From an optimization exercise on the open Yosys and OpenROAD flow, aimed at small area; shortcuts taken in it are not production practice.
Function was checked by simulation only, so behaviour that the tests miss may differ from the original.
Power and IR drop assume default switching activity.

$ cat run.sh
#!/bin/bash
# synth_recipe.tcl (not shown) runs the flow's synth.tcl, then flattens the netlist and writes it again
# the make line also repeats each setting of config.mk as NAME=value (left out here)
make -C /OpenROAD-flow-scripts/flow DESIGN_CONFIG=/design/flow/config.mk WORK_HOME=/design/flow/orfs CLKGATE_MAP_FILE= SYNTH_SCRIPT=/design/flow/synth_recipe.tcl finish
$ cat config.mk
export PLATFORM = sky130hd
export DESIGN_NAME = ram_top
export DESIGN_NICKNAME = ram_top
export VERILOG_FILES = /design/flow/design.v
export SDC_FILE = /design/flow/constraint.sdc
export NUM_CORES = 4
export LEC_CHECK = 0
export CAP_MARGIN = 20
export CORE_MARGIN = 2
export CORE_UTILIZATION = 30
export SLEW_MARGIN = 20
$ cat constraint.sdc
create_clock -name core_clock -period 10.0 [get_ports {clk}]
set_input_delay 2.0000 -clock core_clock [delete_from_list [all_inputs] [get_ports {clk}]]
set_output_delay 2.0000 -clock core_clock [all_outputs]
set_load 0.01 [all_outputs]
$ cat design.v
package ram_pkg;
    localparam int BYTE_W  = 8;
    localparam int DWORD_W = 64;
    localparam int LANES   = DWORD_W / BYTE_W;    
    localparam int RSVD_COUNT = 4;
    localparam logic [RSVD_COUNT*BYTE_W-1:0] RSVD_DEFAULT = {8'h8F, 8'h23, 8'h23, 8'h00};
    function automatic logic misaligned(input logic [2:0] addr_lo, input logic [1:0] size);
        case (size)
            2'd0:       misaligned = 1'b0;
            2'd1:       misaligned = (addr_lo[1:0] != 2'b00);
            2'd2:       misaligned = (addr_lo != 3'b000);
            default:    misaligned = 1'b1;
        endcase
    endfunction
endpackage
module ram_rd_ctrl (
    input  logic       clk,
    input  logic       rst_n,
    input  logic       rd_req_i,
    input  logic [7:0] rd_addr_i,
    input  logic [1:0] rd_size_i,
    output logic       rd_idle_o,
    output logic       rd_valid_o,
    output logic       rd_invalid_o,
    output logic [7:0] buf_addr_o,
    output logic [1:0] buf_size_o
);
    logic busy_q;
    always_ff @(posedge clk or negedge rst_n) begin
        if (!rst_n) busy_q <= 1'b0;
        else        busy_q <= rd_req_i && !busy_q;
    end
    always_ff @(posedge clk) begin
        buf_addr_o <= rd_addr_i;
        buf_size_o <= rd_size_i;
    end
    assign rd_idle_o    = !busy_q;
    assign rd_valid_o   = busy_q;
    assign rd_invalid_o = busy_q && ram_pkg::misaligned(buf_addr_o[2:0], buf_size_o);
endmodule
module ram_wr_ctrl (
    input  logic        clk,
    input  logic        rst_n,
    input  logic        wr_req_i,
    input  logic [7:0]  wr_addr_i,
    input  logic [1:0]  wr_size_i,
    input  logic [63:0] wr_data_i,
    output logic        wr_idle_o,
    output logic        wr_done_o,
    output logic        wr_invalid_o,
    output logic [7:0]  wr_addr_o,
    output logic [1:0]  wr_size_o,
    output logic [63:0] wr_data_o,
    output logic        wr_commit_o
);
    logic busy_q;
    logic bad;
    always_ff @(posedge clk or negedge rst_n) begin
        if (!rst_n) busy_q <= 1'b0;
        else        busy_q <= wr_req_i && !busy_q;
    end
    always_ff @(posedge clk) begin
        wr_addr_o <= wr_addr_i;
        wr_size_o <= wr_size_i;
        wr_data_o <= wr_data_i;
    end
    assign bad          = ram_pkg::misaligned(wr_addr_o[2:0], wr_size_o);
    assign wr_idle_o    = !busy_q;
    assign wr_done_o    = busy_q;
    assign wr_invalid_o = busy_q && bad;
    assign wr_commit_o  = busy_q && !bad;
endmodule
module ram_lane_steer (
    input  logic [2:0]      addr_i,
    input  logic [1:0]      size_i,
    input  logic [63:0]     data_i,
    output logic [7:0]      lane_en_o,
    output logic [7:0][7:0] lane_data_o
);
    always_comb begin
        if (size_i[1])      lane_en_o = 8'hFF;
        else if (size_i[0]) lane_en_o = addr_i[2] ? 8'hF0 : 8'h0F;
        else                lane_en_o = 8'h01 << addr_i;
    end
    for (genvar l = 0; l < 8; l++) begin : g_lane
        if (l == 0) begin : g_l0
            assign lane_data_o[l] = data_i[7:0];
        end else if (l < 4) begin : g_lo
            assign lane_data_o[l] = (size_i == 2'd0) ? data_i[7:0] : data_i[l*8 +: 8];
        end else if (l == 4) begin : g_l4
            assign lane_data_o[l] = size_i[1] ? data_i[l*8 +: 8] : data_i[7:0];
        end else begin : g_hi
            assign lane_data_o[l] = size_i[1] ? data_i[l*8 +: 8] :
                                    size_i[0] ? data_i[(l-4)*8 +: 8] : data_i[7:0];
        end
    end
endmodule
module ram_byte_array (
    input  logic        clk,
    input  logic        rst_n,
    input  logic [7:0]  wr_addr_i,
    input  logic [1:0]  wr_size_i,
    input  logic [63:0] wr_data_i,
    input  logic        wr_commit_i,
    input  logic [7:0]  rd_addr_i,
    input  logic [1:0]  rd_size_i,
    output logic [63:0] rd_data_o,
    output logic [31:0] rsvd_o
);
    localparam int BLOCKS = 32;
    logic [7:0][7:0]        mem [BLOCKS];
    logic [7:0]             lane_en;
    logic [7:0][7:0]        lane_data;
    logic [7:0][7:0]        col_data;      
    logic [7:0][7:0]        col_data0;     
    logic [BLOCKS-1:0]      row_sel;
    logic [7:0]             lane_sel;
    logic [BLOCKS-1:0]      rd_row;
    logic [7:0][7:0]        lane_rd;
    ram_lane_steer u_lane_steer (
        .addr_i     (wr_addr_i[2:0]),
        .size_i     (wr_size_i),
        .data_i     (wr_data_i),
        .lane_en_o  (lane_en),
        .lane_data_o(lane_data)
    );
    always_comb begin
        for (int b = 0; b < BLOCKS; b++) begin
            row_sel[b] = (wr_commit_i && wr_addr_i[7:3] == 5'(b)) || !rst_n;
        end
        lane_sel = lane_en | {8{!rst_n}};
        for (int l = 0; l < 8; l++) begin
            col_data[l]  = lane_data[l] & {8{rst_n}};
            col_data0[l] = rst_n ? lane_data[l]
                                 : ((l < ram_pkg::RSVD_COUNT) ? 8'(ram_pkg::RSVD_DEFAULT >> (l*8)) : 8'h00);
        end
    end
    for (genvar b = 0; b < BLOCKS; b++) begin : g_blk
        for (genvar l = 0; l < 8; l++) begin : g_lane
            logic we;
            assign we = row_sel[b] && lane_sel[l];
            always_ff @(posedge clk) begin
                if (we) mem[b][l] <= (b == 0) ? col_data0[l] : col_data[l];
            end
        end
    end
    always_comb begin
        for (int b = 0; b < BLOCKS; b++) begin
            rd_row[b] = (rd_addr_i[7:3] == 5'(b));
        end
        lane_rd = '0;
        for (int b = 0; b < BLOCKS; b++) begin
            lane_rd = lane_rd | (mem[b] & {64{rd_row[b]}});
        end
    end
    always_comb begin
        rd_data_o = '0;
        case (rd_size_i)
            2'd0: rd_data_o[7:0] = lane_rd[rd_addr_i[2:0]];
            2'd1: rd_data_o[31:0] = rd_addr_i[2] ? lane_rd[7:4] : lane_rd[3:0];
            2'd2: rd_data_o = lane_rd;
            default: rd_data_o = '0;
        endcase
    end
    for (genvar r = 0; r < ram_pkg::RSVD_COUNT; r++) begin : g_rsvd
        assign rsvd_o[r*8 +: 8] = mem[0][r];
    end
endmodule
module ram_top
#(
    parameter int ADDR_DEPTH = 256
) (
    input  logic                              clk,
    input  logic                              rst_n,
    input  logic                              rd_req_i,
    input  logic [$clog2(ADDR_DEPTH)-1:0]     rd_addr_i,
    input  logic [1:0]                        rd_size_i,
    output logic [63:0]                       rd_data_o,
    output logic                              rd_idle_o,
    output logic                              rd_valid_o,
    output logic                              rd_invalid_o,
    input  logic                              wr_req_i,
    input  logic [$clog2(ADDR_DEPTH)-1:0]     wr_addr_i,
    input  logic [1:0]                        wr_size_i,
    input  logic [63:0]                       wr_data_i,
    output logic                              wr_idle_o,
    output logic                              wr_done_o,
    output logic                              wr_invalid_o,
    output logic [31:0]                       rsvd_regs_o
);
    logic [7:0]  rd_buf_addr;
    logic [1:0]  rd_buf_size;
    logic [7:0]  wr_bus_addr;
    logic [1:0]  wr_bus_size;
    logic [63:0] wr_bus_data;
    logic        wr_bus_commit;
    ram_rd_ctrl u_rd_ctrl (
        .clk         (clk),
        .rst_n       (rst_n),
        .rd_req_i    (rd_req_i),
        .rd_addr_i   (rd_addr_i),
        .rd_size_i   (rd_size_i),
        .rd_idle_o   (rd_idle_o),
        .rd_valid_o  (rd_valid_o),
        .rd_invalid_o(rd_invalid_o),
        .buf_addr_o  (rd_buf_addr),
        .buf_size_o  (rd_buf_size)
    );
    ram_wr_ctrl u_wr_ctrl (
        .clk         (clk),
        .rst_n       (rst_n),
        .wr_req_i    (wr_req_i),
        .wr_addr_i   (wr_addr_i),
        .wr_size_i   (wr_size_i),
        .wr_data_i   (wr_data_i),
        .wr_idle_o   (wr_idle_o),
        .wr_done_o   (wr_done_o),
        .wr_invalid_o(wr_invalid_o),
        .wr_addr_o   (wr_bus_addr),
        .wr_size_o   (wr_bus_size),
        .wr_data_o   (wr_bus_data),
        .wr_commit_o (wr_bus_commit)
    );
    ram_byte_array u_byte_array (
        .clk        (clk),
        .rst_n      (rst_n),
        .wr_addr_i  (wr_bus_addr),
        .wr_size_i  (wr_bus_size),
        .wr_data_i  (wr_bus_data),
        .wr_commit_i(wr_bus_commit),
        .rd_addr_i  (rd_buf_addr),
        .rd_size_i  (rd_buf_size),
        .rd_data_o  (rd_data_o),
        .rsvd_o     (rsvd_regs_o)
    );
endmodule
==> reports/qor.txt <==
DRT Pass-1 Iters: 10
Initial antenna violation count: 52
VDD IR max: 0.188 mV
Dpl hpwl: 244 mm
Final Cell Area: 96800 um^2
PortBufs: 189
Power Dens Cells: 215 nW/um^2
CTS H-tree lvls: 4
CTS tree: built
Startpoint types: register
Setup slack, reg-to-reg: 5.82 ns
Worst path bufs/invs: 3
Total gr overflow: 0
Slowest stage delay, CP: 0.81 ns
Syn avg cell area: 16.2 um^2
Vias in the first global route: 52100
Tot Pwr: 20800 uW
EDFF count, synth: 2048
CP max FO: 33
Clock buffer depth: 3
LEAKAGE: 0.0333 uW
Worst-Skew Late Latency: 0.97 ns
Post-synth top area share: 0.757
WS Path Type: register to primary output
Detailed Route WL: 374 mm
Syn Std Cell Area: 81300 um^2
Final Max Tran Viols: 0
Maxcap violations: 0
Ranking of synthesized cells by area: edfxtp_1, a22oi_1, dfxtp_1, nor2_1, and3_1
GR Util met3: 0.101
Synth unique cells: 80
Met2 Use GR: 0.379
Post-synth ARST share: 0.000937
Die area: 275000 um^2
Clk root buf: clkbuf_16
Core footprint: 270000 um^2
First-pass GRT wire length: 487 mm
YS warnings: 5
Clk sink count: 2134
Placed cell area: 89500 um^2
Die Y: 524 um
CTS Buf Count: 214
Final Hold Fails: 0
Worst slew pin tran: 1.33 ns
Most used flip-flop cell after synthesis: edfxtp_1
Initial DRC Count: 12100
Post-Syn Instances: 5025
Global routing's busiest layer: met2
Wire per inst: 40.5 um
Final setup viols: 0
Layout cells sized above 1: 0.164
Crit-path leading delay family: buffers and inverters
Clk pin slew, worst setup/hold paths: 0.06 ns
Yosys reg bits: 2134
Die W: 524 um
Vias: 57200
Total track usage: 0.262
Max-slew headroom: 0.104
Post-Syn Nets: 5117
Setup TNS: 0 ns
Post-layout nets: 5512
CP cell instances: buf_4, nand3_2, nor2_4, buf_4, a2111oi_0, nand4_1, or4_1, mux2i_1, a2111o_1, a41oi_1, clkdlybuf4s50_1
Layout area overhead: 19.1%
Skew final: 0.139 ns
F_max: 0.113 GHz
Row cnt: 191
Crit path top cell by count: buf_4
Core Util, Final: 0.358
Clock period minus worst slack: 8.86 ns
Largest net degree at the start of global routing: 65
HP Class: register to register
Period utilization: 0.886
Post-Layout Cell Count: 9238
CP Data Required Time: 8.00 ns
Cts hold-fix bufs: 0
Post-CTS setup buffers: 0
Run status: finished clean
DP Cell Count: 8769
Synth area leader: edfxtp_1
GR Util met1: 0.319
Antenna Violating Nets Remaining: 0
Number of remaining DRC errors: 0
Starting density of the core: 0.301
Slowest-stage cell, CP: buf_4
Via density: 6.19
IO Pins: 190
Post-CTS Resized: 0
RSZ-0062 raised after global routing: false
Critical path arrival: 6.86 ns
Final RePlAce weighted congestion: 1.02
Critical path capture point type: primary output
Post-synthesis sequential area ratio: 0.778
-- placed cells by master (no fill, tap or decap), types with 85 or more instances in the layout --
master           synthesis  final
a22oi_1                668    668
clkdlybuf4s50_1          0    188
and3_1                 190    190
nand3_1                148    148
nand2_1                109    109
a21oi_1                157    106
mux2i_1                 92     92
nand4_1                124    124
edfxtp_1              2048   2048
nor2_2                  10     85
nor2_1                 379    263
clkbuf_16                0    214
buf_4                   45    334
-- worst paths after layout --
kind                                          from                       to  depth (start not counted)
min                               u_rd_ctrl.busy_q         u_rd_ctrl.busy_q                          1
max reg2reg                 u_wr_ctrl.wr_size_o[1]  u_byte_array.mem[3][44]                          7
min reg2reg                       u_rd_ctrl.busy_q         u_rd_ctrl.busy_q                          1
max                        u_rd_ctrl.buf_addr_o[6]             rd_data_o[3]                         11
max in group asynchronous                    rst_n         u_rd_ctrl.busy_q                          2
min in group asynchronous                    rst_n         u_wr_ctrl.busy_q                          1
-- per-layer routing --
metal,vias to the layer above,part of all wire
met2,5927,0.42
met5,-,0.00056
li1,21100,-
met1,28800,0.33
met3,1325,0.16
met4,34,0.086
-- area by class of cell --
| type | count | area (um^2) |
|---|---|---|
| Antenna cell | 57 | 143 |
| Clock buffer | 266 | 5580 |
| Clock inverter | 141 | 1450 |
| Fill cell | 25400 | 173000 |
| Inverter | 21 | 81.3 |
| Multi-Input combinational cell | 2508 | 17100 |
| Sequential cell | 2134 | 63300 |
| Tap cell | 3570 | 4470 |
| Timing Repair Buffer | 541 | 4710 |
-- cells in the mapped netlist (10+ instances only) --
library cell	n
and3_1	190
dfxtp_1	84
nor3_1	52
a22oi_1	668
buf_1	33
buf_4	45
inv_1	20
a222oi_1	13
nor3b_1	10
o32ai_1	12
nor4_1	13
nand3_1	148
clkbuf_1	168
nand4_1	124
o21ai_0	40
nand2_1	109
buf_2	106
nor2b_1	38
nand2b_1	16
o211ai_1	17
a32oi_1	17
o22ai_1	10
mux2i_1	92
a221oi_1	17
a2111oi_0	59
a22o_1	55
edfxtp_1	2048
nor2_1	379
or4_1	40
nor2_2	10
a21oi_1	157
or3_1	14
and2_1	57
and4_1	10
mux2_2	18
-- sequential cells by signal (all words and copies together) (netlist names) --
register and flops:
u_byte_array.mem 2048, u_rd_ctrl.buf_addr_o 8, u_rd_ctrl.buf_size_o 2, u_rd_ctrl.busy_q 1, u_wr_ctrl.busy_q 1, u_wr_ctrl.wr_addr_o 8
u_wr_ctrl.wr_data_o 64, u_wr_ctrl.wr_size_o 2
-- power by group --
part           leakage [uW]  internal (uW)  switching [uW]  total, uW
sequential           0.0211          10600             249      10800
combinational       0.00877            396            1460       1850
clock               0.00338           4400            3690       8100
total                0.0333          15400            5400      20800
-- worst register-to-register path, stage by stage (launching register included) --
cell	delay [ns]
dfxtp_1	0.30
buf_4	0.23
inv_2	0.40
a21oi_1	0.38
or3_1	0.49
or3_1	0.39
o31a_2	0.61
nor2_1	1.01
-- cells by family after synthesis --
group / Yosys count / share of synthesized area
buffers and inverters: 383 / 0.0222
adders and majority gates: 4 / 0.000616
DFF: 2134 / 0.778
AOI/OAI and AO/OA: 1145 / 0.104
and+or+nand+nor: 1245 / 0.0799
muxes: 114 / 0.0148
-- metrics by stage --
step	hold slack, ns	setup slack, ns
after global placement	0.445	2.47
final	0.453	1.14
after global routing	0.490	1.36
after CTS	0.458	1.54
after floorplan	0.484	5.45
after detailed placement	0.449	2.49

[static timing again, ports no longer ideal]
The flow's constraints put no driver on any port. The routed layout listed below was extracted and timed again, unchanged, in two steps.
Step 1, drivers: a clkbuf_16 drives clk and a buf_2 each remaining input, both assumed.
Step 2 also shifts input and output timing later by t, the mid clock arrival at the registers, as if the neighbouring blocks saw the same clock.
Three values: ideal ports, drivers, drivers and shift; two values: the first two.
t (ns): 0.982
setup slack, ns: 1.140 / 1.060 / 2.042
worst hold slack (ns): 0.453 / 0.453 / 0.453
worst slew at a driven data input, ns: 0.09
After both steps setup and hold are still met in this run. The setup slack of this run moves by -0.080 ns with the drivers and by +0.902 ns with both steps.
